From an optimization exercise on the open Yosys and OpenROAD flow, aimed at small area; shortcuts taken in it are not production practice. Only simulation tests tie the RTL to the original design; equivalence was not proved. Power figures rest on the tool's default switching activity, not on a simulated workload. The flow treats the clock pin as an ideal source, which a real chip does not have.

`flow/design.v`:
```
package dmem_pkg;
  localparam int WBUF_DEPTH_DEFAULT = 4;
endpackage
module wbuf_fifo #(
  parameter int DEPTH = 4,
  parameter int AW    = 6
) (
  input  logic          clk,
  input  logic          reset,
  input  logic          push,
  input  logic          pop,
  input  logic [AW-1:0] push_addr,
  input  logic [31:0]   push_data,
  output logic [3:0]    hit_sel,
  output logic [31:0]   ent_d0,
  output logic [31:0]   ent_d1,
  output logic [31:0]   ent_d2,
  output logic [31:0]   ent_d3,
  output logic [AW-1:0] head_addr,
  output logic [31:0]   retire_data,
  output logic [2:0]    count,
  output logic          full,
  output logic          empty
);
  logic [3:0][AW-1:0] ent_addr;
  logic [3:0][31:0]   ent_data;
  logic [1:0]         head;
  logic [1:0]         tail;
  logic [3:0]         live;
  logic [3:0]         match;
  assign full  = count[2];
  assign empty = (count == 3'd0);
  always_comb begin
    for (int k = 0; k < 4; k++) begin
      match[k]   = (ent_addr[k] == push_addr);
      hit_sel[k] = live[k] && match[k];
    end
  end
  assign ent_d0      = ent_data[0];
  assign ent_d1      = ent_data[1];
  assign ent_d2      = ent_data[2];
  assign ent_d3      = ent_data[3];
  assign head_addr   = ent_addr[head];
  assign retire_data = ent_data[head];
  always_ff @(posedge clk) begin
    if (reset) begin
      head  <= '0;
      tail  <= '0;
      count <= '0;
      live  <= '0;
    end else begin
      if (push) tail <= tail + 1'b1;
      if (pop)  head <= head + 1'b1;
      count <= count + 3'(push) - 3'(pop);
      for (int k = 0; k < 4; k++) begin
        if (push && 2'(k) == tail)     live[k] <= 1'b1;
        else if (pop && 2'(k) == head) live[k] <= 1'b0;
        else if (push && match[k])     live[k] <= 1'b0;
      end
    end
  end
  for (genvar k = 0; k < 4; k++) begin : g_ent
    always_ff @(posedge clk) begin
      if (!reset && push && tail == 2'(k)) begin
        ent_addr[k] <= push_addr;
        ent_data[k] <= push_data;
      end
    end
  end
endmodule
module dmem_wbuf #(
  parameter int    DEPTH     = 4,
  parameter int    AW        = 6,
  parameter        INIT_FILE = ""
) (
  input  logic                     clk,
  input  logic                     reset,
  input  logic                     memwrite,
  input  logic [31:0]              a,
  input  logic [31:0]              wd,
  output logic [31:0]              rd,
  output logic [$clog2(DEPTH):0]   count,
  output logic                     full,
  output logic                     empty
);
  logic [31:0]   mem [64];
  logic [5:0]    word;
  logic          retire;
  logic [3:0]    hit_sel;
  logic [31:0]   ent_d0, ent_d1, ent_d2, ent_d3;
  logic [5:0]    head_addr;
  logic [31:0]   retire_data;
  logic [63:0]   rsel_n;
  logic [31:0]   mem_rd;
  logic [31:0]   fwd_rd;
  assign word = a[7:2];
  assign retire = memwrite ? full : !empty;
  wbuf_fifo #(.DEPTH(4), .AW(6)) u_fifo (
    .clk         (clk),
    .reset       (reset),
    .push        (memwrite),
    .pop         (retire),
    .push_addr   (word),
    .push_data   (wd),
    .hit_sel     (hit_sel),
    .ent_d0      (ent_d0),
    .ent_d1      (ent_d1),
    .ent_d2      (ent_d2),
    .ent_d3      (ent_d3),
    .head_addr   (head_addr),
    .retire_data (retire_data),
    .count       (count),
    .full        (full),
    .empty       (empty)
  );
  always_ff @(posedge clk) begin
    if (!reset && retire) mem[head_addr] <= retire_data;
  end
  always_comb begin
    for (int i = 0; i < 64; i++) rsel_n[i] = (word != 6'(i));
    mem_rd = '1;
    for (int i = 0; i < 64; i++) mem_rd = mem_rd & ({32{rsel_n[i]}} | mem[i]);
  end
  assign fwd_rd = ({32{!hit_sel[0]}} | ent_d0) & ({32{!hit_sel[1]}} | ent_d1)
                & ({32{!hit_sel[2]}} | ent_d2) & ({32{!hit_sel[3]}} | ent_d3);
  assign rd = (mem_rd | {32{hit_sel != 4'd0}}) & fwd_rd;
endmodule
```
`flow/flow/run.sh`:
```
#!/bin/bash
# Own layout flow: the standard synthesis, then the combinational logic rebuilt
# around its registers (gen_netlist.py + map_hybrid.sh), then ORFS from floorplan on.
set -euo pipefail
HERE=$(pwd)
R=$HERE/orfs/results/sky130hd/dmem_wbuf/base
LIB=$FLOW_HOME/platforms/sky130hd/lib/sky130_fd_sc_hd__tt_025C_1v80.lib

bash standard.sh synth > synth_std.log 2>&1
cp $R/1_2_yosys.v $HERE/std_synth.v
python3 flow/gen_netlist.py $HERE/std_synth.v $HERE/hybrid.v $LIB > gen_netlist.log 2>&1
bash flow/map_hybrid.sh $HERE/hybrid.v $HERE/mapped.v $HERE/map_hybrid.log
cp $HERE/mapped.v $R/1_2_yosys.v
rm -f $R/1_synth.odb $R/1_synth.sdc

# Layout settings, one VAR=value per line (values may hold spaces).
KNOBS=()
while IFS= read -r line; do
  [[ -z "$line" || "$line" == \#* ]] && continue
  KNOBS+=("${line//@FLOW@/$HERE/flow}")
done < flow/knobs.txt
bash standard.sh "${KNOBS[@]}" finish > layout.log 2>&1
```
`flow/flow/gen_netlist.py`:
```
#!/usr/bin/env python3
"""Rebuild the combinational logic of dmem_wbuf around the registers of the
standard synthesis.

usage: gen_netlist.py SYNTH_NETLIST OUT_HYBRID_V

Reads the standard synthesis netlist (1_2_yosys.v), keeps every register
instance (name and cell type) and writes a Verilog module in which:
  * the registers are the same instances, wired to new nets,
  * the regular datapath (memory read mux, forwarding, compare, retire data
    mux, write-enable decode) is written as explicit sky130 cells,
  * the small control logic (pointers, count, live bits, entry write enables)
    is left as plain assigns for yosys/abc to map.
The function of every register input and every output equals the RTL's.
"""
import re
import sys

P = "sky130_fd_sc_hd__"

src, dst = sys.argv[1], sys.argv[2]
text = open(src).read()

inst_re = re.compile(r"^\s*" + P + r"(e?dfxtp_\d+)\s+(\\\S+|\w+)\s*\(", re.M)
flops = {}
for m in inst_re.finditer(text):
    cell, name = m.group(1), m.group(2)
    flops[name] = cell


def strip(n):
    n = n[1:] if n.startswith("\\") else n
    return n.split("$")[0]


role = {}
for name, cell in flops.items():
    s = strip(name)
    m = re.fullmatch(r"mem\[(\d+)\]\[(\d+)\]", s)
    if m:
        role[("mem", int(m.group(1)), int(m.group(2)))] = (name, cell)
        continue
    m = re.fullmatch(r"u_fifo\.ent_addr\[(\d+)\]", s)
    if m:
        n = int(m.group(1))
        role[("ea", n // 6, n % 6)] = (name, cell)
        continue
    m = re.fullmatch(r"u_fifo\.ent_data\[(\d+)\]", s)
    if m:
        n = int(m.group(1))
        role[("ed", n // 32, n % 32)] = (name, cell)
        continue
    m = re.fullmatch(r"u_fifo\.(count|head|tail|live)\[(\d+)\]", s)
    if m:
        role[(m.group(1), int(m.group(2)))] = (name, cell)
        continue
    raise SystemExit(f"unknown register {name}")

expect = 64 * 32 + 4 * 6 + 4 * 32 + 3 + 2 + 2 + 4
if len(role) != expect:
    raise SystemExit(f"expected {expect} registers, found {len(role)}")

out = []
wires = set()
gid = [0]


def w(n):
    wires.add(n)
    return n


def g(cell, **pins):
    gid[0] += 1
    conn = ", ".join(f".{p}({v})" for p, v in pins.items())
    out.append(f"  {P}{cell} g{gid[0]} ({conn});")


def ff(key, d, q, de=None):
    name, cell = role[key]
    pins = f".CLK(clk), .D({d}), "
    if cell.startswith("edfxtp"):
        assert de is not None
        pins += f".DE({de}), "
    else:
        assert de is None
    out.append(f"  {P}{cell} {name} ({pins}.Q({q}));")


# ---------------------------------------------------------------- registers
for i in range(64):
    for b in range(32):
        ff(("mem", i, b), w(f"rdat_{b}"), w(f"mq_{i}_{b}"), w(f"we_{i}"))
for k in range(4):
    for j in range(6):
        ff(("ea", k, j), f"a[{j + 2}]", w(f"eaq_{k}_{j}"), w(f"ewe_{k}"))
    for b in range(32):
        ff(("ed", k, b), f"wd[{b}]", w(f"edq_{k}_{b}"), w(f"ewe_{k}"))
for i in range(3):
    ff(("count", i), w(f"count_d_{i}"), w(f"cnt_{i}"))
for i in range(2):
    ff(("head", i), w(f"head_d_{i}"), w(f"hq_{i}"))
    ff(("tail", i), w(f"tail_d_{i}"), w(f"tq_{i}"))
for k in range(4):
    ff(("live", k), w(f"live_d_{k}"), w(f"lq_{k}"))

# ---------------------------------------------------------------- read select
# Predecode a[4:2] and a[7:5] into active-low one-hot lines; the active-low word
# select is the OR of one line from each group (or2_2 drives the 32 read gates).
for j in range(2, 8):
    g("inv_1", A=f"a[{j}]", Y=w(f"an_{j}"))


def tlit(j, bit):
    # true literal for a NAND-based decode
    return f"a[{j}]" if bit else f"an_{j}"


for v in range(8):
    g("nand3_1", A=tlit(2, v & 1), B=tlit(3, (v >> 1) & 1), C=tlit(4, (v >> 2) & 1), Y=w(f"pln_{v}"))
    g("nand3_1", A=tlit(5, v & 1), B=tlit(6, (v >> 1) & 1), C=tlit(7, (v >> 2) & 1), Y=w(f"phn_{v}"))
for i in range(64):
    g("or2_2", A=f"pln_{i % 8}", B=f"phn_{i // 8}", X=w(f"rsn_{i}"))

# ---------------------------------------------------------------- compare / hit
# hsn_k = !(live_k & entry k's word == a[7:2]); nohit = all hsn high.
for k in range(4):
    # x_k_0..3 are mismatches (xor), x_k_4..5 are matches (xnor)
    for j in range(6):
        if j < 4:
            g("xor2_1", A=f"eaq_{k}_{j}", B=f"a[{j + 2}]", X=w(f"x_{k}_{j}"))
        else:
            g("xnor2_1", A=f"eaq_{k}_{j}", B=f"a[{j + 2}]", Y=w(f"x_{k}_{j}"))
    g("nor4_1", A=f"x_{k}_0", B=f"x_{k}_1", C=f"x_{k}_2", D=f"x_{k}_3", Y=w(f"m1_{k}"))
    g("nand3_1", A=f"lq_{k}", B=f"x_{k}_4", C=f"x_{k}_5", Y=w(f"m2n_{k}"))
    # hsn = m2n | !m1
    g("nand2b_2", A_N=f"m2n_{k}", B=f"m1_{k}", Y=w(f"hsn_{k}"))
g("and4_2", A="hsn_0", B="hsn_1", C="hsn_2", D="hsn_3", X=w("nohit"))

# ---------------------------------------------------------------- read data
for b in range(32):
    us = []
    for p in range(32):
        i0, i1 = 2 * p, 2 * p + 1
        u = w(f"u_{b}_{p}")
        g("o22ai_1", A1=f"rsn_{i0}", A2=f"mq_{i0}_{b}", B1=f"rsn_{i1}", B2=f"mq_{i1}_{b}", Y=u)
        us.append(u)
    vs = []
    for q in range(8):
        v = w(f"v_{b}_{q}")
        g("nor4_1", A=us[4 * q], B=us[4 * q + 1], C=us[4 * q + 2], D=us[4 * q + 3], Y=v)
        vs.append(v)
    ws = []
    for r in range(2):
        x = w(f"w_{b}_{r}")
        g("nand4_1", A=vs[4 * r], B=vs[4 * r + 1], C=vs[4 * r + 2], D=vs[4 * r + 3], Y=x)
        ws.append(x)
    g("o21a_1", A1=ws[0], A2=ws[1], B1="nohit", X=w(f"mk_{b}"))
    g("o22ai_1", A1="hsn_0", A2=f"edq_0_{b}", B1="hsn_1", B2=f"edq_1_{b}", Y=w(f"f0_{b}"))
    g("o22ai_1", A1="hsn_2", A2=f"edq_2_{b}", B1="hsn_3", B2=f"edq_3_{b}", Y=w(f"f1_{b}"))
    g("nor3_1", A=f"mk_{b}", B=f"f0_{b}", C=f"f1_{b}", Y=f"rd[{b}]")

# ---------------------------------------------------------------- retire data
# 4:1 muxes on the head pointer (buffered, it selects 38 muxes).
g("buf_4", A="hq_0", X=w("hs_0"))
g("buf_4", A="hq_1", X=w("hs_1"))
for b in range(32):
    g("mux4_2", A0=f"edq_0_{b}", A1=f"edq_1_{b}", A2=f"edq_2_{b}", A3=f"edq_3_{b}", S0="hs_0", S1="hs_1",
      X=w(f"rdat_{b}"))
for j in range(6):
    g("mux4_2", A0=f"eaq_0_{j}", A1=f"eaq_1_{j}", A2=f"eaq_2_{j}", A3=f"eaq_3_{j}", S0="hs_0", S1="hs_1",
      X=w(f"ha_{j}"))

# ---------------------------------------------------------------- write enables
# we_i = wen & head_addr == i, wen = !reset & retire.
for j in range(6):
    g("inv_1", A=f"ha_{j}", Y=w(f"han_{j}"))


def clit(j, bit):
    # complement literal, for a NOR-based decode
    return f"han_{j}" if bit else f"ha_{j}"


for v in range(8):
    g("nor3_1", A=clit(0, v & 1), B=clit(1, (v >> 1) & 1), C=clit(2, (v >> 2) & 1), Y=w(f"ql_{v}"))
    g("nor4_1", A=clit(3, v & 1), B=clit(4, (v >> 1) & 1), C=clit(5, (v >> 2) & 1), D="wenn",
      Y=w(f"qh_{v}"))
for i in range(64):
    g("and2_2", A=f"ql_{i % 8}", B=f"qh_{i // 8}", X=f"we_{i}")

# entry write enables, buffered for their 38 loads
for k in range(4):
    g("buf_4", A=f"ewe_pre_{k}", X=f"ewe_{k}")

# ---------------------------------------------------------------- control (mapped by yosys)
ctl = """
  wire [2:0] cnt = {cnt_2, cnt_1, cnt_0};
  wire [1:0] hq = {hq_1, hq_0};
  wire [1:0] tq = {tq_1, tq_0};
  wire [3:0] lq = {lq_3, lq_2, lq_1, lq_0};
  wire [3:0] match;
  wire pop = memwrite ? cnt_2 : (cnt != 3'd0);
  assign wenn = !(!reset && pop);
  wire [2:0] cnt_n = cnt + {2'b00, memwrite} - {2'b00, pop};
  wire [1:0] hq_n = hq + {1'b0, pop};
  wire [1:0] tq_n = tq + {1'b0, memwrite};
  assign {count_d_2, count_d_1, count_d_0} = reset ? 3'd0 : cnt_n;
  assign {head_d_1, head_d_0} = reset ? 2'd0 : hq_n;
  assign {tail_d_1, tail_d_0} = reset ? 2'd0 : tq_n;
  assign ewe_pre_0 = !reset && memwrite && tq == 2'd0;
  assign ewe_pre_1 = !reset && memwrite && tq == 2'd1;
  assign ewe_pre_2 = !reset && memwrite && tq == 2'd2;
  assign ewe_pre_3 = !reset && memwrite && tq == 2'd3;
  assign match[0] = m1_0 && x_0_4 && x_0_5;
  assign match[1] = m1_1 && x_1_4 && x_1_5;
  assign match[2] = m1_2 && x_2_4 && x_2_5;
  assign match[3] = m1_3 && x_3_4 && x_3_5;
  assign live_d_0 = !reset && (memwrite && tq == 2'd0 ? 1'b1 : pop && hq == 2'd0 ? 1'b0 : memwrite && match[0] ? 1'b0 : lq[0]);
  assign live_d_1 = !reset && (memwrite && tq == 2'd1 ? 1'b1 : pop && hq == 2'd1 ? 1'b0 : memwrite && match[1] ? 1'b0 : lq[1]);
  assign live_d_2 = !reset && (memwrite && tq == 2'd2 ? 1'b1 : pop && hq == 2'd2 ? 1'b0 : memwrite && match[2] ? 1'b0 : lq[2]);
  assign live_d_3 = !reset && (memwrite && tq == 2'd3 ? 1'b1 : pop && hq == 2'd3 ? 1'b0 : memwrite && match[3] ? 1'b0 : lq[3]);
  assign count = cnt;
  assign full = cnt_2;
  assign empty = (cnt == 3'd0);
"""
for n in ["wenn", "ewe_pre_0", "ewe_pre_1", "ewe_pre_2", "ewe_pre_3"]:
    wires.add(n)

# Check every gate's pin names against the liberty file.
lib = open(sys.argv[3]).read() if len(sys.argv) > 3 else None
if lib:
    pins_of = {}
    for m in re.finditer(r'cell \("(\w+)"\)(.*?)(?=\n    cell \(|\Z)', lib, re.S):
        pins_of[m.group(1)] = set(re.findall(r'pin \("(\w+)"\)', m.group(2)))
    for line in out:
        m = re.match(r"\s*(\S+)\s", line)
        cell = m.group(1)
        used = set(re.findall(r"\.(\w+)\(", line))
        if not used <= pins_of[cell]:
            raise SystemExit(f"bad pins {used - pins_of[cell]} on {cell}")

hdr = """module dmem_wbuf(clk, reset, memwrite, a, wd, rd, count, full, empty);
  input clk;
  input reset;
  input memwrite;
  input [31:0] a;
  input [31:0] wd;
  output [31:0] rd;
  output [2:0] count;
  output full;
  output empty;
"""
with open(dst, "w") as f:
    f.write(hdr)
    for n in sorted(wires):
        f.write(f"  wire {n};\n")
    f.write(ctl)
    f.write("\n".join(out))
    f.write("\nendmodule\n")
print(f"{len(role)} registers, {gid[0]} gates")
```
`flow/flow/knobs.txt`:
```
# ORFS settings for the layout steps after synthesis (@FLOW@ is this folder)
GPL_TIMING_DRIVEN=0
CAP_MARGIN=10
SLEW_MARGIN=10
BUFFER_PORTS_ARGS=-buffer_cell sky130_fd_sc_hd__buf_2
CTS_ARGS=-sink_clustering_enable -repair_clock_nets -buf_list sky130_fd_sc_hd__clkbuf_16 -sink_clustering_size 25 -sink_clustering_max_diameter 100 -dont_use_dummy_load
PRE_GLOBAL_PLACE_SKIP_IO_TCL=@FLOW@/place_array.tcl
POST_GLOBAL_PLACE_TCL=@FLOW@/unfix_array.tcl
ARRAY_LEFT_W=41.4
ARRAY_PITCH=13.8
ARRAY_FIFO_ROW0=1
ARRAY_MEM_ROW0=6
ARRAY_GROUP=8
PLACE_DENSITY=0.92
GLOBAL_PLACEMENT_ARGS=-overflow 0.2
```
`flow/flow/map_hybrid.sh`:
```
#!/bin/bash
# usage: map_hybrid.sh HYBRID_V OUT_V LOG   (maps the plain-assign control logic with yosys/abc)
set -euo pipefail
LIB=${FLOW_HOME:-/OpenROAD-flow-scripts/flow}/platforms/sky130hd/lib/sky130_fd_sc_hd__tt_025C_1v80.lib
DU=""
for c in sky130_fd_sc_hd__probe_p_8 sky130_fd_sc_hd__probec_p_8 sky130_fd_sc_hd__lpflow_*; do DU="$DU -dont_use $c"; done
YOSYS=${YOSYS_EXE:-$(command -v yosys || echo "${FLOW_HOME:-/OpenROAD-flow-scripts/flow}/../tools/install/yosys/bin/yosys")}
"$YOSYS" -q -l "$3" -p "read_liberty -lib $LIB; read_verilog $1; hierarchy -top dmem_wbuf; proc; opt; techmap; opt -purge; abc -liberty $LIB $DU; opt_clean -purge; setundef -zero; hilomap -singleton -hicell sky130_fd_sc_hd__conb_1 HI -locell sky130_fd_sc_hd__conb_1 LO; splitnets; opt_clean -purge; write_verilog -noattr -noexpr -nohex -nodec $2"
```
`flow/flow/place_array.tcl`:
```
# Pre-placement of the registers as a regular array (sourced by ORFS as
# PRE_GLOBAL_PLACE_SKIP_IO_TCL, after the floorplan with its tap cells).
#
# Bit b of the memory and of the four buffer entries sits in column b; word i in
# row MEM_ROW0 + i (+ one spare row after every 8 words), the buffer entries in the
# rows below. The address entries and the control registers go to the region
# left of the columns. The registers are placed on legal sites clear of the tap
# cells and marked FIRM, so global placement puts the logic around them;
# unfix_array.tcl releases them afterwards.

namespace eval ::place_array {
  set block [ord::get_db_block]
  set core [$block getCoreArea]
  set cx0 [$core xMin]
  set cy0 [$core yMin]
  set cx1 [$core xMax]
  set cy1 [$core yMax]
  set dbu [$block getDbUnitsPerMicron]

  # Geometry, in um.
  set LEFT_W   [expr {$::env(ARRAY_LEFT_W)}]
  set PITCH    [expr {$::env(ARRAY_PITCH)}]
  set FIFO_ROW0 [expr {$::env(ARRAY_FIFO_ROW0)}]
  set MEM_ROW0 [expr {$::env(ARRAY_MEM_ROW0)}]
  set GROUP    [expr {$::env(ARRAY_GROUP)}]

  set site_w 0
  set row_h 0
  array set row_orient {}
  foreach row [$block getRows] {
    set bb [$row getBBox]
    set row_orient([$bb yMin]) [$row getOrient]
    set site_w [[$row getSite] getWidth]
    set row_h [[$row getSite] getHeight]
  }

  # Occupied site intervals per row: the tap cells.
  array set occ {}
  foreach inst [$block getInsts] {
    set m [$inst getMaster]
    if {[$m getType] eq "CORE_WELLTAP" || [string match "*tapvpwrvgnd*" [$m getName]]} {
      set bb [$inst getBBox]
      lappend occ([$bb yMin]) [list [$bb xMin] [$bb xMax]]
    }
  }

  proc free_at {y x w} {
    variable occ
    if {![info exists occ($y)]} { return 1 }
    foreach iv $occ($y) {
      if {$x < [lindex $iv 1] && [lindex $iv 0] < $x + $w} { return 0 }
    }
    return 1
  }

  proc put {inst tx_um row} {
    variable cx0; variable cy0; variable cx1; variable site_w; variable row_h; variable dbu; variable occ; variable row_orient
    set w [[$inst getMaster] getWidth]
    set y [expr {$cy0 + $row * $row_h}]
    set tx [expr {round($tx_um * $dbu)}]
    set s [expr {round(double($tx - $cx0) / $site_w)}]
    for {set d 0} {$d < 200} {incr d} {
      foreach sd [list $d [expr {-$d}]] {
        set x [expr {$cx0 + ($s + $sd) * $site_w}]
        if {$x < $cx0 || $x + $w > $cx1} { continue }
        if {[free_at $y $x $w]} {
          $inst setOrient $row_orient($y)
          $inst setLocation $x $y
          $inst setPlacementStatus FIRM
          lappend occ($y) [list $x [expr {$x + $w}]]
          return
        }
      }
    }
    error "no room for [$inst getName] near $tx_um in row $row"
  }

  proc mem_row {i} {
    variable MEM_ROW0; variable GROUP
    return [expr {$MEM_ROW0 + $i + $i / $GROUP}]
  }

  # Columns start right after a tap of the bottom row; a pitch of half the tap
  # period keeps every column clear of the taps in both row parities.
  set tap0 $cx1
  foreach iv $occ($cy0) { if {[lindex $iv 1] < $tap0} { set tap0 [lindex $iv 1] } }
  set x_first [expr {$tap0 / double($dbu)}]
  set x_cols [expr {$x_first + $LEFT_W}]
  set n 0
  set left {}
  foreach inst [$block getInsts] {
    set name [$inst getName]
    if {[regexp {^mem\\\[(\d+)\\\]\\\[(\d+)\\\]} $name -> i b]} {
      put $inst [expr {$x_cols + $b * $PITCH}] [mem_row $i]
      incr n
    } elseif {[regexp {^u_fifo\.ent_data\\\[(\d+)\\\]} $name -> k]} {
      put $inst [expr {$x_cols + ($k % 32) * $PITCH}] [expr {$FIFO_ROW0 + $k / 32}]
      incr n
    } elseif {[regexp {^u_fifo\.ent_addr\\\[(\d+)\\\]} $name -> k]} {
      # entry k, bit j: a 2-wide block at the left, low rows
      set j [expr {$k % 6}]
      set e [expr {$k / 6}]
      put $inst [expr {$x_first + ($e % 2) * $PITCH}] [expr {$FIFO_ROW0 + ($e / 2) * 6 + $j}]
      incr n
    } elseif {[regexp {^u_fifo\.} $name]} {
      lappend left $inst
    }
  }
  set r [expr {$FIFO_ROW0 + 12}]
  foreach inst $left {
    put $inst [expr {$x_first + 2 * $PITCH}] $r
    incr r
    incr n
  }
  puts "place_array: placed $n registers"
}
```
`flow/flow/unfix_array.tcl`:
```
# Releases the registers that place_array.tcl fixed (sourced as POST_GLOBAL_PLACE_TCL),
# so later steps may legalize and resize them like any other cell.
foreach inst [[ord::get_db_block] getInsts] {
  if {[$inst getPlacementStatus] eq "FIRM"} {
    $inst setPlacementStatus PLACED
  }
}
```
`flow/standard.sh`:
```
#!/bin/bash
# synth_recipe.tcl (not shown) runs the flow's synth.tcl, then flattens the netlist and writes it again
# the make line also repeats each setting of config.mk as NAME=value (left out here)
make -C /OpenROAD-flow-scripts/flow DESIGN_CONFIG=/design/flow/config.mk WORK_HOME=/design/flow/orfs CLKGATE_MAP_FILE= SYNTH_SCRIPT=/design/flow/synth_recipe.tcl "${@:-finish}"
```
`flow/config.mk`:
```
export PLATFORM = sky130hd
export DESIGN_NAME = dmem_wbuf
export DESIGN_NICKNAME = dmem_wbuf
export VERILOG_FILES = /design/flow/design.v
export SDC_FILE = /design/flow/constraint.sdc
export NUM_CORES = 8
export LEC_CHECK = 0
export CAP_MARGIN = 20
export CORE_AREA = 2.3 2.72 500.48 220.32
export DIE_AREA = 0 0 502.78 223.04
export SLEW_MARGIN = 20
```
`flow/constraint.sdc`:
```
create_clock -name core_clock -period 6.0 [get_ports {clk}]
set_input_delay 1.2000 -clock core_clock [delete_from_list [all_inputs] [get_ports {clk}]]
set_output_delay 1.2000 -clock core_clock [all_outputs]
set_load 0.01 [all_outputs]
```
==> impl_metrics.json, run 1 <==
{
  "drtIter0Drc": 7593,
  "clk_latency_ps": 710,
  "fp.dieW_microns": 503,
  "cts_root_buf": "clkbuf_16",
  "fin_ws_ps": 159,
  "finalSetupViolCount": 0,
  "antenna_found_initial": 1,
  "vias": 37600,
  "clk_pin_slew_worst_paths_ps": 90,
  "cts_setup_buffers": 0,
  "startpoint_type": "input pin",
  "skew_ps": 37.8,
  "initial_core_util": 0.720,
  "r2r_end": "mem[60][31]",
  "leakage_nw": 24.9,
  "wl_per_cell_microns": 23.2,
  "rows": 80,
  "syn-num-nets": 4050,
  "cpLargestDelayFamily": "simple AND/OR/NAND/NOR gates",
  "nets": 4228,
  "crit_buf_inv": 3,
  "synthesis.instances": 3983,
  "grt-ovfl-total": 0,
  "hp-class": "flop to flop",
  "drv_slew": 0,
  "cts_tree": "yes",
  "syn_area_sq_um": 78100,
  "dieArea_sq_um": 112000,
  "dp_slack_ps": 384,
  "cp_slowest_cell": "or2_2",
  "gr-usage-all-layers": 0.251,
  "tns_ps": 0,
  "numClockSinks": 2211,
  "maxSlewHeadroom": 0.150,
  "crit_fanout": 32,
  "ctsResizeCount": 0,
  "outcome": "finished clean",
  "worst_pin_slew_ps": 1270,
  "rsz0062_at_grt": "false",
  "period_share": 0.973,
  "synth.avg_cell_area_sq_um": 19.6,
  "r2r_slack_ps": 1760,
  "viasPerCell": 6.68,
  "crit_required_ps": 4800,
  "cts_max_path_buffers": 3,
  "cts_buffers": 98,
  "cts_htree_levels": 3,
  "portBuffers": 77,
  "ys_warn_count": 2,
  "holdWs_ps": 518,
  "pin_count": 104,
  "area_growth_pct": 6.03,
  "ir_drop_uv": 248,
  "path_class": "input pin to output pin",
  "first_pass_iters": 5,
  "drc": 0,
  "critPathMostFrequentCell": "buf_2",
  "grt_max_degree": 65,
  "p_per_area_nw_per_um2": 302,
  "max_stage_delay_ps": 770,
  "critical_path_depth": 10,
  "hold_viol": 0,
  "core_sq_um": 108000,
  "dp_hpwl_mm": 101,
  "cp-endpoint": "rd[8]",
  "crit_path_end_kind": "output pin",
  "r2r-start": "u_fifo.head[0]",
  "hold_depth": 2,
  "fmax_mhz": 171,
  "period_needed_ps": 5840,
  "drive_gt1_frac": 0.0854,
  "arrival_ps": 4640,
  "hold_buffers": 0,
  "crit_start": "a[3]",
  "crit_chain": "buf_2, inv_1, nand3_1, or2_2, o22ai_1, nor4_1, nand4_1, o21a_1, nor3_1, buf_2",
  "die_height_microns": 223,
  "drt_wl_total_mm": 131,
  "grt_pass1_vias": 30300,
  "ff2ff_path_depth": 4,
  "ant_nets": 0,
  "max-cap-violations": 0,
  "fillers": 4890,
  "grt_pass1_wl_mm": 210
}
[worst min-delay path: cells and delay by family (launching register included)]
| family | cells | cell delay, ps |
|---|---|---|
| compound gates | 1 | 70 |
| flops | 1 | 340 |
| simple gates | 1 | 60 |
[power breakdown]
| part | switching (mW) | leakage, nW | internal [mW] |
|---|---|---|---|
| Clock | 3.87 | 1.21 | 2.91 |
| Sequential | 0.0232 | 19.9 | 17.3 |
| Combinational | 0.663 | 3.82 | 0.224 |
[layout by cell type (no fill, tap or decap), drive strengths merged, types with 2 or more instances in the layout]
cell type,instances
and3,2
xor2,16
clkbuf,98
nor3,45
clkinv,3
or3,3
nand2b,7
nor4b,2
inv,12
o21a,34
nand2,3
o22ai,1088
nand4,68
xnor2,9
nor4,268
buf,84
mux4,38
or2,64
and2,65
dfxtp,11
nand3,21
edfxtp,2200
nor2,4
[through the flow]
| stage | utilization | power [mW] | area [sq um] | std cells |
|---|---|---|---|---|
| 2_1_floorplan | - | 18.2 | 78100 | 3983 |
| 3_3_place_gp | 0.741 | 18.5 | 80300 | 5536 |
| 3_5_place_dp | 0.741 | 18.5 | 80300 | 5536 |
| 4_1_cts | 0.764 | 25.0 | 82800 | 5634 |
| 5_1_grt | 0.764 | 25.5 | 82800 | 5636 |
| 6_report | 0.764 | 25.0 | 82800 | 5636 |
[flip-flops by register name, indices dropped and copies added, names as in the netlist]
register	count
u_fifo.live	4
mem	2048
u_fifo.head	2
u_fifo.ent_addr	24
u_fifo.count	3
u_fifo.tail	2
u_fifo.ent_data	128
[per-layer routing]
layer,vias up,track usage,share of wire
li1,17800,-,-
met1,16800,0.515,0.48
met2,2788,0.265,0.34
met3,234,0.0291,0.15
met4,0,0.0631,0.026
met5,-,0,0
[area by class of cell]
class	count	area, sq um	area share
clock buffers	98	2450	0.0296
diodes	1	2.50	0.0000302
inverters	15	56.3	0.000680
well taps	1476	1850	0.0223
multi-input cells	1751	11700	0.141
repair buffers	78	390	0.00472
plain buffers	6	45.0	0.000544
flip-flops and latches	2211	66300	0.801
[how the worst min path moves through the flow]
stage / from / endpoint / slack (ps)
after detailed placement: u_fifo.live[2] / u_fifo.live[2] / 480
final: u_fifo.live[2] / u_fifo.live[2] / 520
after CTS: u_fifo.live[2] / u_fifo.live[2] / 490
after global placement: u_fifo.live[2] / u_fifo.live[2] / 510
after global routing: u_fifo.live[3] / u_fifo.live[3] / 540
after floorplan: u_fifo.live[1] / u_fifo.live[1] / 440
==> inputs of run 2 (changes only) <==
==> flow/flow/knobs.txt (replaced) <==
# ORFS settings for the layout steps after synthesis (@FLOW@ is this folder)
GPL_TIMING_DRIVEN=0
CAP_MARGIN=10
SLEW_MARGIN=10
CTS_ARGS=-sink_clustering_enable -repair_clock_nets -buf_list sky130_fd_sc_hd__clkbuf_16 -sink_clustering_size 35 -sink_clustering_max_diameter 60 -dont_use_dummy_load
PRE_GLOBAL_PLACE_SKIP_IO_TCL=@FLOW@/place_array.tcl
POST_GLOBAL_PLACE_TCL=@FLOW@/unfix_array.tcl
ARRAY_LEFT_W=41.4
ARRAY_PITCH=13.8
ARRAY_FIFO_ROW0=1
ARRAY_MEM_ROW0=6
ARRAY_GROUP=8
PLACE_DENSITY=0.92
GLOBAL_PLACEMENT_ARGS=-overflow 0.2
MATCH_CELL_FOOTPRINT=0
DONT_BUFFER_PORTS=1
PRE_GLOBAL_PLACE_TCL=@FLOW@/ports.tcl
SETUP_SLACK_MARGIN=0.15
==> flow/flow/ports.tcl (new file) <==
# Port buffers (sourced as PRE_GLOBAL_PLACE_TCL, in place of ORFS's own
# buffer_ports, which DONT_BUFFER_PORTS turns off): every input and output port
# gets a buffer. buf_1 for all, buf_2 for the word-address inputs a[7:2], which
# fan out to the decoders and the buffer's address compare.
buffer_ports -inputs -buffer_cell sky130_fd_sc_hd__buf_1
buffer_ports -outputs -buffer_cell sky130_fd_sc_hd__buf_1
set bigger [[ord::get_db] findMaster sky130_fd_sc_hd__buf_2]
foreach j {2 3 4 5 6 7} {
  set net [[ord::get_db_block] findNet "a\[$j\]"]
  if {$net eq "NULL"} { error "no net a\[$j\]" }
  foreach it [$net getITerms] {
    set inst [$it getInst]
    if {[[$inst getMaster] getName] eq "sky130_fd_sc_hd__buf_1"} {
      $inst swapMaster $bigger
    }
  }
}
==> impl_metrics.json, run 2 <==
{
  "die_height_microns": 223,
  "cts_buffers": 73,
  "ir_drop_uv": 223,
  "post_dp_cell_area_sq_um": 80200,
  "cts_max_path_buffers": 3,
  "numClockSinks": 2211,
  "final_util": 0.757,
  "cts_tree": "yes",
  "ys_warn_count": 2,
  "grt_pass1_vias": 30000,
  "synth.avg_cell_area_sq_um": 19.6,
  "path_class": "input pin to output pin",
  "period_share": 0.968,
  "final_common_cell": "edfxtp_1",
  "rows": 80,
  "portBuffers": 77,
  "cts_root_buf": "clkbuf_16",
  "syn_area_sq_um": 78100,
  "crit_required_ps": 4800,
  "outcome": "finished clean",
  "p_per_area_nw_per_um2": 293,
  "holdWs_ps": 527,
  "hold_viol": 0,
  "drc": 0,
  "fillers": 4965,
  "first_pass_iters": 5,
  "clk_pin_slew_worst_paths_ps": 110,
  "worst_pin_slew_ps": 1280,
  "cts_htree_levels": 3,
  "dp_slack_ps": 292,
  "fin_ws_ps": 191,
  "drv_slew": 0,
  "dp_hpwl_mm": 101,
  "multi_input_area_sq_um": 11700,
  "period_needed_ps": 5810,
  "crit_path_end_kind": "output pin",
  "drtIter0Drc": 7558,
  "startpoint_type": "input pin",
  "syn-num-nets": 4050,
  "hold_buffers": 0,
  "drive_gt1_frac": 0.0624,
  "wl_per_cell_microns": 23.1,
  "crit_fanout": 32,
  "antenna_found_initial": 0,
  "design_area_sq_um": 82100,
  "grt_pass1_wl_mm": 208,
  "largest_reg_flops": 2048,
  "arrival_ps": 4610,
  "reg_top3": "mem: 2048 flops, u_fifo.ent_data: 128 flops, u_fifo.ent_addr: 24 flops",
  "hp-class": "flop to flop",
  "fp.dieW_microns": 503,
  "mostFrequentLayoutCells": "2200 x edfxtp_1, 1088 x o22ai_1, 266 x nor4_1",
  "skew_ps": 47.7,
  "vias": 37500,
  "pin_count": 104,
  "fmax_mhz": 172,
  "area_growth_pct": 5.11,
  "clk_latency_ps": 700,
  "regArea_sq_um": 66300,
  "largest_register": "mem",
  "grt_max_degree": 65,
  "max-cap-violations": 0,
  "maxSlewHeadroom": 0.139,
  "synthesis.instances": 3983,
  "initial_core_util": 0.720,
  "core_sq_um": 108000,
  "tns_ps": 0,
  "grt-ovfl-total": 0,
  "nets": 4202,
  "diodes": 0,
  "ant_nets": 0,
  "drt_wl_total_mm": 130,
  "leakage_nw": 24.4,
  "gr-usage-all-layers": 0.249,
  "rsz0062_at_grt": "false",
  "dieArea_sq_um": 112000,
  "viasPerCell": 6.68,
  "finalSetupViolCount": 0
}
run 2: timing repair:
item                                    in CTS  in global routing
endpoints found under the setup margin       0                 20
gates resized for setup                      0                  2
setup buffers                                0                  0
run 2: power breakdown:
part | internal, mW | switching, mW | leakage, nW | total (mW)
clock | 2.21 | 3.70 | 0.900 | 5.91
combinational | 0.209 | 0.661 | 3.63 | 0.870
sequential | 17.3 | 0.0236 | 19.9 | 17.3
total | 19.7 | 4.38 | 24.4 | 24.1
run 2: final timing paths:
path                            slack, ps  cells after the start              to      startpoint
worst max-delay path                  190                     10           rd[0]            a[4]
worst min-delay path                  530                      2  u_fifo.live[2]  u_fifo.live[2]
worst max register to register       1770                      4     mem[16][27]  u_fifo.head[0]
worst min register to register        530                      2  u_fifo.live[2]  u_fifo.live[2]
run 2: worst max-delay path, stage by stage:
cell	delay, ps
buf_2	290
inv_1	150
nand3_1	420
or2_2	800
o22ai_1	220
nor4_1	540
nand4_1	300
o21a_1	300
nor3_1	200
buf_1	180
run 2: layer usage:
metal	GRT usage	routed length (microns)
met1	0.510	61100
met2	0.267	44500
met3	0.0323	21100
met4	0.0518	2900
met5	0	0
run 2: layout make-up:
type                       instances  share of cell area
sequential                      2211               0.808
multi-input combinational       1751               0.143
tap                             1476              0.0225
clock buffer                      73              0.0223
timing repair buffer              77             0.00361
inverter                          15            0.000686
buffer                             6            0.000549
run 2: metrics by stage:
stage               instances  power (mW)
finish                   5609        24.1
global route             5609        24.7
CTS                      5609        24.2
detailed placement       5536        18.5
global placement         5536        18.5
floorplan                3983        18.2
==> inputs of run 3 (changes only) <==
--- a/flow/flow/knobs.txt
+++ b/flow/flow/knobs.txt
@@ -2,7 +2,7 @@
 GPL_TIMING_DRIVEN=0
 CAP_MARGIN=10
 SLEW_MARGIN=10
-CTS_ARGS=-sink_clustering_enable -repair_clock_nets -buf_list sky130_fd_sc_hd__clkbuf_16 -sink_clustering_size 35 -sink_clustering_max_diameter 60 -dont_use_dummy_load
+CTS_ARGS=-sink_clustering_enable -repair_clock_nets -buf_list sky130_fd_sc_hd__clkbuf_16 -sink_clustering_size 35 -sink_clustering_max_diameter 60 -root_buf sky130_fd_sc_hd__clkbuf_8 -dont_use_dummy_load
 PRE_GLOBAL_PLACE_SKIP_IO_TCL=@FLOW@/place_array.tcl
 POST_GLOBAL_PLACE_TCL=@FLOW@/unfix_array.tcl
 ARRAY_LEFT_W=41.4
==> impl_metrics.json, run 3 <==
{
  "outcome": "finished clean",
  "synth.avg_cell_area_sq_um": 19.6,
  "pin_count": 104,
  "die_height_microns": 223,
  "clk_pin_slew_worst_paths_ps": 110,
  "drv_slew": 0,
  "syn-num-nets": 4050,
  "grt-ovfl-total": 0,
  "grt_pass1_wl_mm": 208,
  "cts_max_path_buffers": 3,
  "place_inst": 5536,
  "p_sw_mw": 4.39,
  "crit_fanout": 32,
  "cts_htree_levels": 3,
  "nets": 4202,
  "fmax_mhz": 173,
  "core_sq_um": 108000,
  "maxSlewHeadroom": 0.124,
  "cts_setup_buffers": 0,
  "portBuffers": 77,
  "largest_reg_flops": 2048,
  "numClockSinks": 2211,
  "fp.dieW_microns": 503,
  "final_common_cell": "edfxtp_1",
  "cts_buffers": 73,
  "largest_register": "mem",
  "hold_viol": 0,
  "crit_path_end_kind": "output pin",
  "path_class": "input pin to output pin",
  "instances_no_fill": 5610,
  "gr-usage-all-layers": 0.250,
  "p_per_area_nw_per_um2": 292,
  "initial_core_util": 0.720,
  "period_needed_ps": 5770,
  "reg_top3": "mem: 2048 flops, u_fifo.ent_data: 128 flops, u_fifo.ent_addr: 24 flops",
  "grt_max_degree": 65,
  "finalSetupViolCount": 0,
  "worst_pin_slew_ps": 1300,
  "hp-class": "flop to flop",
  "antenna_found_initial": 1,
  "period_share": 0.961,
  "drive_gt1_frac": 0.0624,
  "drt_wl_total_mm": 130,
  "vias": 37500,
  "synthesis.instances": 3983,
  "startpoint_type": "input pin",
  "p_int_mw": 19.5,
  "arrival_ps": 4570,
  "viasPerCell": 6.69,
  "cts_tree": "yes",
  "p_seq_frac": 0.723,
  "leakage_nw": 24.4,
  "cts_root_buf": "clkbuf_8",
  "wl_per_cell_microns": 23.2,
  "rows": 80,
  "rsz0062_at_grt": "false",
  "max-cap-violations": 0,
  "syn_area_sq_um": 78100,
  "grt_pass1_vias": 30000,
  "mostFrequentLayoutCells": "2200 x edfxtp_1, 1088 x o22ai_1, 266 x nor4_1",
  "skew_ps": 67.3,
  "dp_hpwl_mm": 101,
  "drtIter0Drc": 7323,
  "area_growth_pct": 4.98,
  "drc": 0,
  "switching_share": 0.183,
  "first_pass_iters": 6,
  "clockPowerShare": 0.241,
  "tns_ps": 0,
  "combPwrFrac": 0.036,
  "ir_drop_uv": 218,
  "ys_warn_count": 2,
  "clk_latency_ps": 850,
  "ant_nets": 0,
  "dieArea_sq_um": 112000,
  "crit_required_ps": 4800
}
## run 3: stage by stage
step / util / power (mW) / hold WS, ps / instance area, sq um / setup WS, ps
2_1_floorplan: - / 18.2 / 435 / 78100 / 1770
3_3_place_gp: 0.740 / 18.5 / 509 / 80200 / 358
3_5_place_dp: 0.740 / 18.5 / 505 / 80200 / 292
4_1_cts: 0.756 / 24.0 / 506 / 82000 / 331
5_1_grt: 0.756 / 24.5 / 538 / 82000 / 183
6_report: 0.756 / 23.9 / 523 / 82000 / 234
## run 3: per-layer routing
metal  global-route usage  share of wire  up-vias
met1                0.510           0.48    16800
met3               0.0334           0.16      197
met4               0.0524          0.022        0
met2                0.268           0.34     2831
li1                     -              -    17700
met5                    0              0        -
## run 3: timing repair
action,in CTS,in global routing
endpoints found under the setup margin,0,17
hold buffers,0,0
gates resized for setup,0,2
## run 3: final timing paths
check | slack (ps) | from | to | cells after the start
max | 230 | a[4] | rd[0] | 10
min | 520 | u_fifo.live[2] | u_fifo.live[2] | 2
max reg2reg | 1770 | u_fifo.head[0] | mem[13][26] | 4
min reg2reg | 520 | u_fifo.live[2] | u_fifo.live[2] | 2
## run 3: worst max-delay path, cell delays in order
cell and delay, ps:
buf_2 280, inv_1 150, nand3_1 390, or2_2 790, o22ai_1 220, nor4_1 530, nand4_1 330, o21a_1 300
nor3_1 190, buf_1 180
## run 3: cell type report
class	count	area, sq um
Fill cell	4975	26400
Timing Repair Buffer	77	297
Tap cell	1476	1850
Sequential cell	2211	66300
Multi-Input combinational cell	1751	11700
Clock buffer	73	1730
Buffer	6	45.0
Antenna cell	1	2.50
Inverter	15	56.3
## run 3: power by group through the flow
stage               sequential, mW  combinational, mW  clock [mW]
global placement              17.6              0.842           0
floorplan                     17.6              0.563           0
global route                  17.3              0.939        6.24
detailed placement            17.6              0.850           0
finish                        17.3              0.873        5.76
CTS                           17.3              0.855        5.84
==> inputs of run 4 (changes only) <==
==> flow/design.v (replaced) <==
package dmem_pkg;
  localparam int WBUF_DEPTH_DEFAULT = 4;
endpackage
module wbuf_fifo #(
  parameter int DEPTH = 4,
  parameter int AW    = 6
) (
  input  logic          clk,
  input  logic          reset,
  input  logic          par,
  input  logic          push,
  input  logic          pop,
  input  logic [AW-1:0] push_addr,
  input  logic [31:0]   push_data,
  output logic [3:0]    hit_sel,
  output logic [31:0]   ent_q0,
  output logic [31:0]   ent_q1,
  output logic [31:0]   ent_q2,
  output logic [31:0]   ent_q3,
  output logic [AW-1:0] head_addr,
  output logic [31:0]   retire_q,
  output logic [2:0]    count,
  output logic          full,
  output logic          empty
);
  logic [3:0][AW-1:0] ent_addr;
  logic [3:0][31:0]   ent_q;
  logic [1:0]         head;
  logic [1:0]         tail;
  logic [3:0]         live;
  logic [3:0]         match;
  logic [3:0]         ent_we;
  assign full  = count[2];
  assign empty = (count == 3'd0);
  always_comb begin
    for (int k = 0; k < 4; k++) begin
      match[k]   = (ent_addr[k] == push_addr);
      hit_sel[k] = live[k] && match[k];
      ent_we[k]  = !reset && push && tail == 2'(k);
    end
  end
  assign ent_q0    = ent_q[0];
  assign ent_q1    = ent_q[1];
  assign ent_q2    = ent_q[2];
  assign ent_q3    = ent_q[3];
  assign head_addr = ent_addr[head];
  assign retire_q  = ent_q[head];
  always_ff @(posedge clk) begin
    if (reset) begin
      head  <= '0;
      tail  <= '0;
      count <= '0;
      live  <= '0;
    end else begin
      if (push) tail <= tail + 1'b1;
      if (pop)  head <= head + 1'b1;
      count <= count + 3'(push) - 3'(pop);
      for (int k = 0; k < 4; k++) begin
        if (push && 2'(k) == tail)     live[k] <= 1'b1;
        else if (pop && 2'(k) == head) live[k] <= 1'b0;
        else if (push && match[k])     live[k] <= 1'b0;
      end
    end
  end
  for (genvar k = 0; k < 4; k++) begin : g_ent
    always_ff @(posedge clk) begin
      if (ent_we[k]) ent_addr[k] <= push_addr;
    end
  end
  always_ff @(posedge clk) begin
    for (int k = 0; k < 4; k++) begin
      ent_q[k] <= ent_we[k] ? (push_data ^ {32{~par}}) : ~ent_q[k];
    end
  end
endmodule
module dmem_wbuf #(
  parameter int    DEPTH     = 4,
  parameter int    AW        = 6,
  parameter        INIT_FILE = ""
) (
  input  logic                     clk,
  input  logic                     reset,
  input  logic                     memwrite,
  input  logic [31:0]              a,
  input  logic [31:0]              wd,
  output logic [31:0]              rd,
  output logic [$clog2(DEPTH):0]   count,
  output logic                     full,
  output logic                     empty
);
  logic [63:0][31:0] mem_q;
  logic              par;
  logic [5:0]        word;
  logic              retire;
  logic [3:0]        hit_sel;
  logic [31:0]       ent_q0, ent_q1, ent_q2, ent_q3;
  logic [5:0]        head_addr;
  logic [31:0]       retire_q;
  logic [63:0]       mem_we;
  logic [63:0]       rsel_n;
  logic [31:0]       mem_rd;
  logic [31:0]       fwd_rd;
  assign word = a[7:2];
  assign retire = memwrite ? full : !empty;
  always_ff @(posedge clk) par <= ~par;
  wbuf_fifo #(.DEPTH(4), .AW(6)) u_fifo (
    .clk       (clk),
    .reset     (reset),
    .par       (par),
    .push      (memwrite),
    .pop       (retire),
    .push_addr (word),
    .push_data (wd),
    .hit_sel   (hit_sel),
    .ent_q0    (ent_q0),
    .ent_q1    (ent_q1),
    .ent_q2    (ent_q2),
    .ent_q3    (ent_q3),
    .head_addr (head_addr),
    .retire_q  (retire_q),
    .count     (count),
    .full      (full),
    .empty     (empty)
  );
  always_comb begin
    for (int i = 0; i < 64; i++) mem_we[i] = !reset && retire && head_addr == 6'(i);
  end
  always_ff @(posedge clk) begin
    for (int i = 0; i < 64; i++) begin
      mem_q[i] <= mem_we[i] ? ~retire_q : ~mem_q[i];
    end
  end
  always_comb begin
    for (int i = 0; i < 64; i++) rsel_n[i] = (word != 6'(i));
    mem_rd = '1;
    for (int i = 0; i < 64; i++) mem_rd = mem_rd & ({32{rsel_n[i]}} | mem_q[i]);
  end
  assign fwd_rd = ({32{!hit_sel[0]}} | ent_q0) & ({32{!hit_sel[1]}} | ent_q1)
                & ({32{!hit_sel[2]}} | ent_q2) & ({32{!hit_sel[3]}} | ent_q3);
  assign rd = ((mem_rd | {32{hit_sel != 4'd0}}) & fwd_rd) ^ {32{par}};
endmodule
--- a/flow/flow/gen_netlist.py
+++ b/flow/flow/gen_netlist.py
@@ -36,16 +36,20 @@
 role = {}
 for name, cell in flops.items():
     s = strip(name)
-    m = re.fullmatch(r"mem\[(\d+)\]\[(\d+)\]", s)
-    if m:
-        role[("mem", int(m.group(1)), int(m.group(2)))] = (name, cell)
+    m = re.fullmatch(r"mem_q\[(\d+)\]", s)
+    if m:
+        n = int(m.group(1))
+        role[("mem", n // 32, n % 32)] = (name, cell)
+        continue
+    if s == "par":
+        role[("par",)] = (name, cell)
         continue
     m = re.fullmatch(r"u_fifo\.ent_addr\[(\d+)\]", s)
     if m:
         n = int(m.group(1))
         role[("ea", n // 6, n % 6)] = (name, cell)
         continue
-    m = re.fullmatch(r"u_fifo\.ent_data\[(\d+)\]", s)
+    m = re.fullmatch(r"u_fifo\.ent_q\[(\d+)\]", s)
     if m:
         n = int(m.group(1))
         role[("ed", n // 32, n % 32)] = (name, cell)
@@ -56,7 +60,7 @@
         continue
     raise SystemExit(f"unknown register {name}")
 
-expect = 64 * 32 + 4 * 6 + 4 * 32 + 3 + 2 + 2 + 4
+expect = 64 * 32 + 4 * 6 + 4 * 32 + 3 + 2 + 2 + 4 + 1
 if len(role) != expect:
     raise SystemExit(f"expected {expect} registers, found {len(role)}")
 
@@ -88,14 +92,20 @@
 
 
 # ---------------------------------------------------------------- registers
+# Memory and entry data bits are plain flip-flops that either invert (not
+# written) or take !dn (written): D = o22ai(Q, W, dn, K) = W ? !dn : !Q, K = !W.
 for i in range(64):
     for b in range(32):
-        ff(("mem", i, b), w(f"rdat_{b}"), w(f"mq_{i}_{b}"), w(f"we_{i}"))
+        d = w(f"mdn_{i}_{b}")
+        ff(("mem", i, b), d, w(f"mq_{i}_{b}"))
+        g("o22ai_1", A1=f"mq_{i}_{b}", A2=w(f"wW_{i}"), B1=w(f"rdat_{b}"), B2=w(f"wK_{i}"), Y=d)
 for k in range(4):
     for j in range(6):
         ff(("ea", k, j), f"a[{j + 2}]", w(f"eaq_{k}_{j}"), w(f"ewe_{k}"))
     for b in range(32):
-        ff(("ed", k, b), f"wd[{b}]", w(f"edq_{k}_{b}"), w(f"ewe_{k}"))
+        d = w(f"edn_{k}_{b}")
+        ff(("ed", k, b), d, w(f"edq_{k}_{b}"))
+        g("o22ai_1", A1=f"edq_{k}_{b}", A2=f"ewe_{k}", B1=w(f"wdx_{b}"), B2=w(f"eK_{k}"), Y=d)
 for i in range(3):
     ff(("count", i), w(f"count_d_{i}"), w(f"cnt_{i}"))
 for i in range(2):
@@ -103,6 +113,15 @@
     ff(("tail", i), w(f"tail_d_{i}"), w(f"tq_{i}"))
 for k in range(4):
     ff(("live", k), w(f"live_d_{k}"), w(f"lq_{k}"))
+ff(("par",), w("par_d"), w("par"))
+g("inv_1", A="par", Y="par_d")
+# par feeds the write-data and read-data decoders through two buffers
+g("buf_4", A="par", X=w("par_w"))
+g("buf_4", A="par", X=w("par_r"))
+for b in range(32):
+    g("xor2_1", A=f"wd[{b}]", B="par_w", X=f"wdx_{b}")
+for k in range(4):
+    g("inv_2", A=f"ewe_{k}", Y=f"eK_{k}")
 
 # ---------------------------------------------------------------- read select
 # Predecode a[4:2] and a[7:5] into active-low one-hot lines; the active-low word
@@ -120,7 +139,7 @@
     g("nand3_1", A=tlit(2, v & 1), B=tlit(3, (v >> 1) & 1), C=tlit(4, (v >> 2) & 1), Y=w(f"pln_{v}"))
     g("nand3_1", A=tlit(5, v & 1), B=tlit(6, (v >> 1) & 1), C=tlit(7, (v >> 2) & 1), Y=w(f"phn_{v}"))
 for i in range(64):
-    g("or2_2", A=f"pln_{i % 8}", B=f"phn_{i // 8}", X=w(f"rsn_{i}"))
+    g("or2_4", A=f"pln_{i % 8}", B=f"phn_{i // 8}", X=w(f"rsn_{i}"))
 
 # ---------------------------------------------------------------- compare / hit
 # hsn_k = !(live_k & entry k's word == a[7:2]); nohit = all hsn high.
@@ -158,7 +177,8 @@
     g("o21a_1", A1=ws[0], A2=ws[1], B1="nohit", X=w(f"mk_{b}"))
     g("o22ai_1", A1="hsn_0", A2=f"edq_0_{b}", B1="hsn_1", B2=f"edq_1_{b}", Y=w(f"f0_{b}"))
     g("o22ai_1", A1="hsn_2", A2=f"edq_2_{b}", B1="hsn_3", B2=f"edq_3_{b}", Y=w(f"f1_{b}"))
-    g("nor3_1", A=f"mk_{b}", B=f"f0_{b}", C=f"f1_{b}", Y=f"rd[{b}]")
+    g("nor3_1", A=f"mk_{b}", B=f"f0_{b}", C=f"f1_{b}", Y=w(f"rde_{b}"))
+    g("xor2_1", A=f"rde_{b}", B="par_r", X=f"rd[{b}]")
 
 # ---------------------------------------------------------------- retire data
 # 4:1 muxes on the head pointer (buffered, it selects 38 muxes).
@@ -187,7 +207,8 @@
     g("nor4_1", A=clit(3, v & 1), B=clit(4, (v >> 1) & 1), C=clit(5, (v >> 2) & 1), D="wenn",
       Y=w(f"qh_{v}"))
 for i in range(64):
-    g("and2_2", A=f"ql_{i % 8}", B=f"qh_{i // 8}", X=f"we_{i}")
+    g("and2_2", A=f"ql_{i % 8}", B=f"qh_{i // 8}", X=f"wW_{i}")
+    g("inv_2", A=f"wW_{i}", Y=f"wK_{i}")
 
 # entry write enables, buffered for their 38 loads
 for k in range(4):
--- a/flow/flow/place_array.tcl
+++ b/flow/flow/place_array.tcl
@@ -90,10 +90,12 @@
   set left {}
   foreach inst [$block getInsts] {
     set name [$inst getName]
-    if {[regexp {^mem\\\[(\d+)\\\]\\\[(\d+)\\\]} $name -> i b]} {
+    if {[regexp {^mem_q\\\[(\d+)\\\]} $name -> idx]} {
+      set i [expr {$idx / 32}]
+      set b [expr {$idx % 32}]
       put $inst [expr {$x_cols + $b * $PITCH}] [mem_row $i]
       incr n
-    } elseif {[regexp {^u_fifo\.ent_data\\\[(\d+)\\\]} $name -> k]} {
+    } elseif {[regexp {^u_fifo\.ent_q\\\[(\d+)\\\]} $name -> k]} {
       put $inst [expr {$x_cols + ($k % 32) * $PITCH}] [expr {$FIFO_ROW0 + $k / 32}]
       incr n
     } elseif {[regexp {^u_fifo\.ent_addr\\\[(\d+)\\\]} $name -> k]} {
@@ -102,7 +104,7 @@
       set e [expr {$k / 6}]
       put $inst [expr {$x_first + ($e % 2) * $PITCH}] [expr {$FIFO_ROW0 + ($e / 2) * 6 + $j}]
       incr n
-    } elseif {[regexp {^u_fifo\.} $name]} {
+    } elseif {[regexp {^u_fifo\.} $name] || [regexp {^par\$} $name]} {
       lappend left $inst
     }
   }
==> flow/flow/ports.tcl (replaced) <==
# Port buffers (sourced as PRE_GLOBAL_PLACE_TCL, in place of ORFS's own
# buffer_ports, which DONT_BUFFER_PORTS turns off): every input and output port
# gets a buffer. buf_1 for all, buf_4 for the word-address inputs a[7:2], which
# fan out to the decoders and the buffer's address compare.
buffer_ports -inputs -buffer_cell sky130_fd_sc_hd__buf_1
buffer_ports -outputs -buffer_cell sky130_fd_sc_hd__buf_1
set bigger [[ord::get_db] findMaster sky130_fd_sc_hd__buf_4]
foreach j {2 3 4 5 6 7} {
  set net [[ord::get_db_block] findNet "a\[$j\]"]
  if {$net eq "NULL"} { error "no net a\[$j\]" }
  foreach it [$net getITerms] {
    set inst [$it getInst]
    if {[[$inst getMaster] getName] eq "sky130_fd_sc_hd__buf_1"} {
      $inst swapMaster $bigger
    }
  }
}
==> impl_metrics.json, run 4 <==
{
  "syn_area_sq_um": 70900,
  "hp-class": "flop to flop",
  "mostFrequentLayoutCells": "3264 x o22ai_1, 2188 x dfxtp_1, 265 x nor4_1",
  "antenna_found_initial": 1,
  "drive_gt1_frac": 0.0523,
  "max-cap-violations": 2,
  "startpoint_type": "input pin",
  "crit_fanout": 32,
  "r2r_slack_ps": 870,
  "hold_viol": 0,
  "path_class": "input pin to output pin",
  "drv_slew": 9,
  "dp_hpwl_mm": 156,
  "rsz0062_at_grt": "true",
  "r2r_end": "mem_q[155]",
  "cts_max_path_buffers": 3,
  "post_dp_cell_area_sq_um": 73100,
  "ys_warn_count": 2,
  "finalSetupViolCount": 0,
  "p_per_area_nw_per_um2": 361,
  "cts_htree_levels": 3,
  "tns_ps": 0,
  "cts_buffers": 73,
  "rows": 80,
  "design_area_sq_um": 74900,
  "grt_pass1_wl_mm": 307,
  "place_inst": 7849,
  "dieArea_sq_um": 112000,
  "leakage_nw": 27.8,
  "hold_buffers": 0,
  "drtIter0Drc": 10200,
  "core_sq_um": 108000,
  "clk_latency_ps": 900,
  "gr-usage-all-layers": 0.345,
  "vias": 61900,
  "clk_pin_slew_worst_paths_ps": 110,
  "maxSlewHeadroom": -0.0192,
  "reg_top3": "mem_q: 2048 flops, u_fifo.ent_q: 128 flops, u_fifo.ent_addr: 24 flops",
  "fp.dieW_microns": 503,
  "grt_pass1_vias": 49700,
  "largest_register": "mem_q",
  "period_needed_ps": 5900,
  "cts_tree": "yes",
  "final_common_cell": "o22ai_1",
  "portBuffers": 77,
  "wl_per_cell_microns": 26.5,
  "ff2ff_path_depth": 6,
  "failed_checks": "capacitance limit, slew limit",
  "cp-endpoint": "rd[27]",
  "worst_pin_slew_ps": 1520,
  "period_share": 0.983,
  "synth.avg_cell_area_sq_um": 11.3,
  "die_height_microns": 223,
  "cts_root_buf": "clkbuf_8",
  "arrival_ps": 4700,
  "synthesis.instances": 6295,
  "skew_ps": 64.3,
  "first_pass_iters": 12,
  "nets": 6518,
  "drt_wl_total_mm": 210,
  "syn-num-nets": 6362,
  "crit_path_end_kind": "output pin",
  "numClockSinks": 2212,
  "grt-ovfl-total": 0,
  "largest_reg_flops": 2048,
  "drc": 0,
  "ant_nets": 0,
  "viasPerCell": 7.81,
  "r2r-start": "u_fifo.head[0]",
  "crit_required_ps": 4800,
  "fmax_mhz": 170,
  "pin_count": 104,
  "initial_core_util": 0.654,
  "ir_drop_uv": 246,
  "outcome": "failed layout checks",
  "area_growth_pct": 5.59,
  "instances_no_fill": 7927,
  "crit_start": "a[3]",
  "grt_max_degree": 65
}
==> run 4: worst min path at each step <==
stage | end | startpoint | depth (start not counted)
after floorplan | par | par | 1
after global routing | par | par | 1
final | par | par | 1
after CTS | par | par | 1
after detailed placement | par | par | 1
after global placement | par | par | 1
==> run 4: routing by layer <==
layer,vias up,track usage,wire length (microns)
met5,-,0,0
met4,0,0.0971,6420
met3,538,0.0975,41500
met2,6005,0.376,66200
met1,28000,0.614,95500
li1,27300,-,-
==> run 4: power by group <==
group / internal [mW] / switching, mW
registers: 16.3 / 0.917
logic: 1.60 / 2.14
clock network: 2.06 / 3.95
==> run 4: worst max-delay path, stage by stage <==
cell,delay (ps)
buf_4,200
inv_1,170
nand3_1,480
or2_4,550
o22ai_1,180
nor4_1,520
nand4_1,300
o21a_1,300
nor3_1,330
xor2_1,220
buf_1,170
==> run 4: layout make-up <==
| class | count | area (sq um) |
|---|---|---|
| diodes | 2 | 5.00 |
| plain buffers | 8 | 60.1 |
| clock buffers | 73 | 1730 |
| fillers | 7103 | 33500 |
| inverters | 84 | 315 |
| multi-input cells | 3992 | 26100 |
| flip-flops and latches | 2212 | 44500 |
| well taps | 1476 | 1850 |
| repair buffers | 80 | 329 |
==> run 4: repair_timing <==
action / CTS / global route
resized for setup: 0 / 4
setup buffers: 0 / 0
setup endpoints to repair: 0 / 14
==> run 4: through the flow <==
stage	utilization	power, mW	setup slack, ps	hold slack [ps]
after global placement	0.674	21.0	493	410
after floorplan	-	20.1	1620	366
after detailed placement	0.674	21.2	412	397
final	0.691	27.0	103	427
after CTS	0.690	26.9	370	425
after global routing	0.691	27.8	101	447

what the ideal ports hide:
How much do the figures lean on ideal ports? The routed layouts below were timed once more, with nothing changed but the port constraints. Step 1 sets driving cells, clkbuf_16 on the clock port and buf_2 on the other inputs (assumed; they add their load-dependent delay and slew). Step 2 moves the port delays by t, midway between the first and last clock arrival at a register: inputs arrive t later, outputs are due t later. That takes back most of the time a late clock gives input paths. a / b / c = no drivers / after step 1 / after step 2; a / b = the first two.
run	t, ns	setup WS [ns]	worst setup path at the end	worst slew at a driven data input, ns	cell pins on the clock port's net
run 1	0.758	0.159 / 0.138 / 0.138	input to output	0.07	1
run 2	0.735	0.191 / 0.170 / 0.170	input to output	0.05	1
run 3	0.879	0.234 / 0.213 / 0.213	input to output	0.05	1
run 4	0.928	0.103 / 0.079 / 0.079	input to output	0.05	1
For run 4, which loses most, drivers alone change the setup slack by -0.024 ns; drivers and shift together by -0.024 ns.
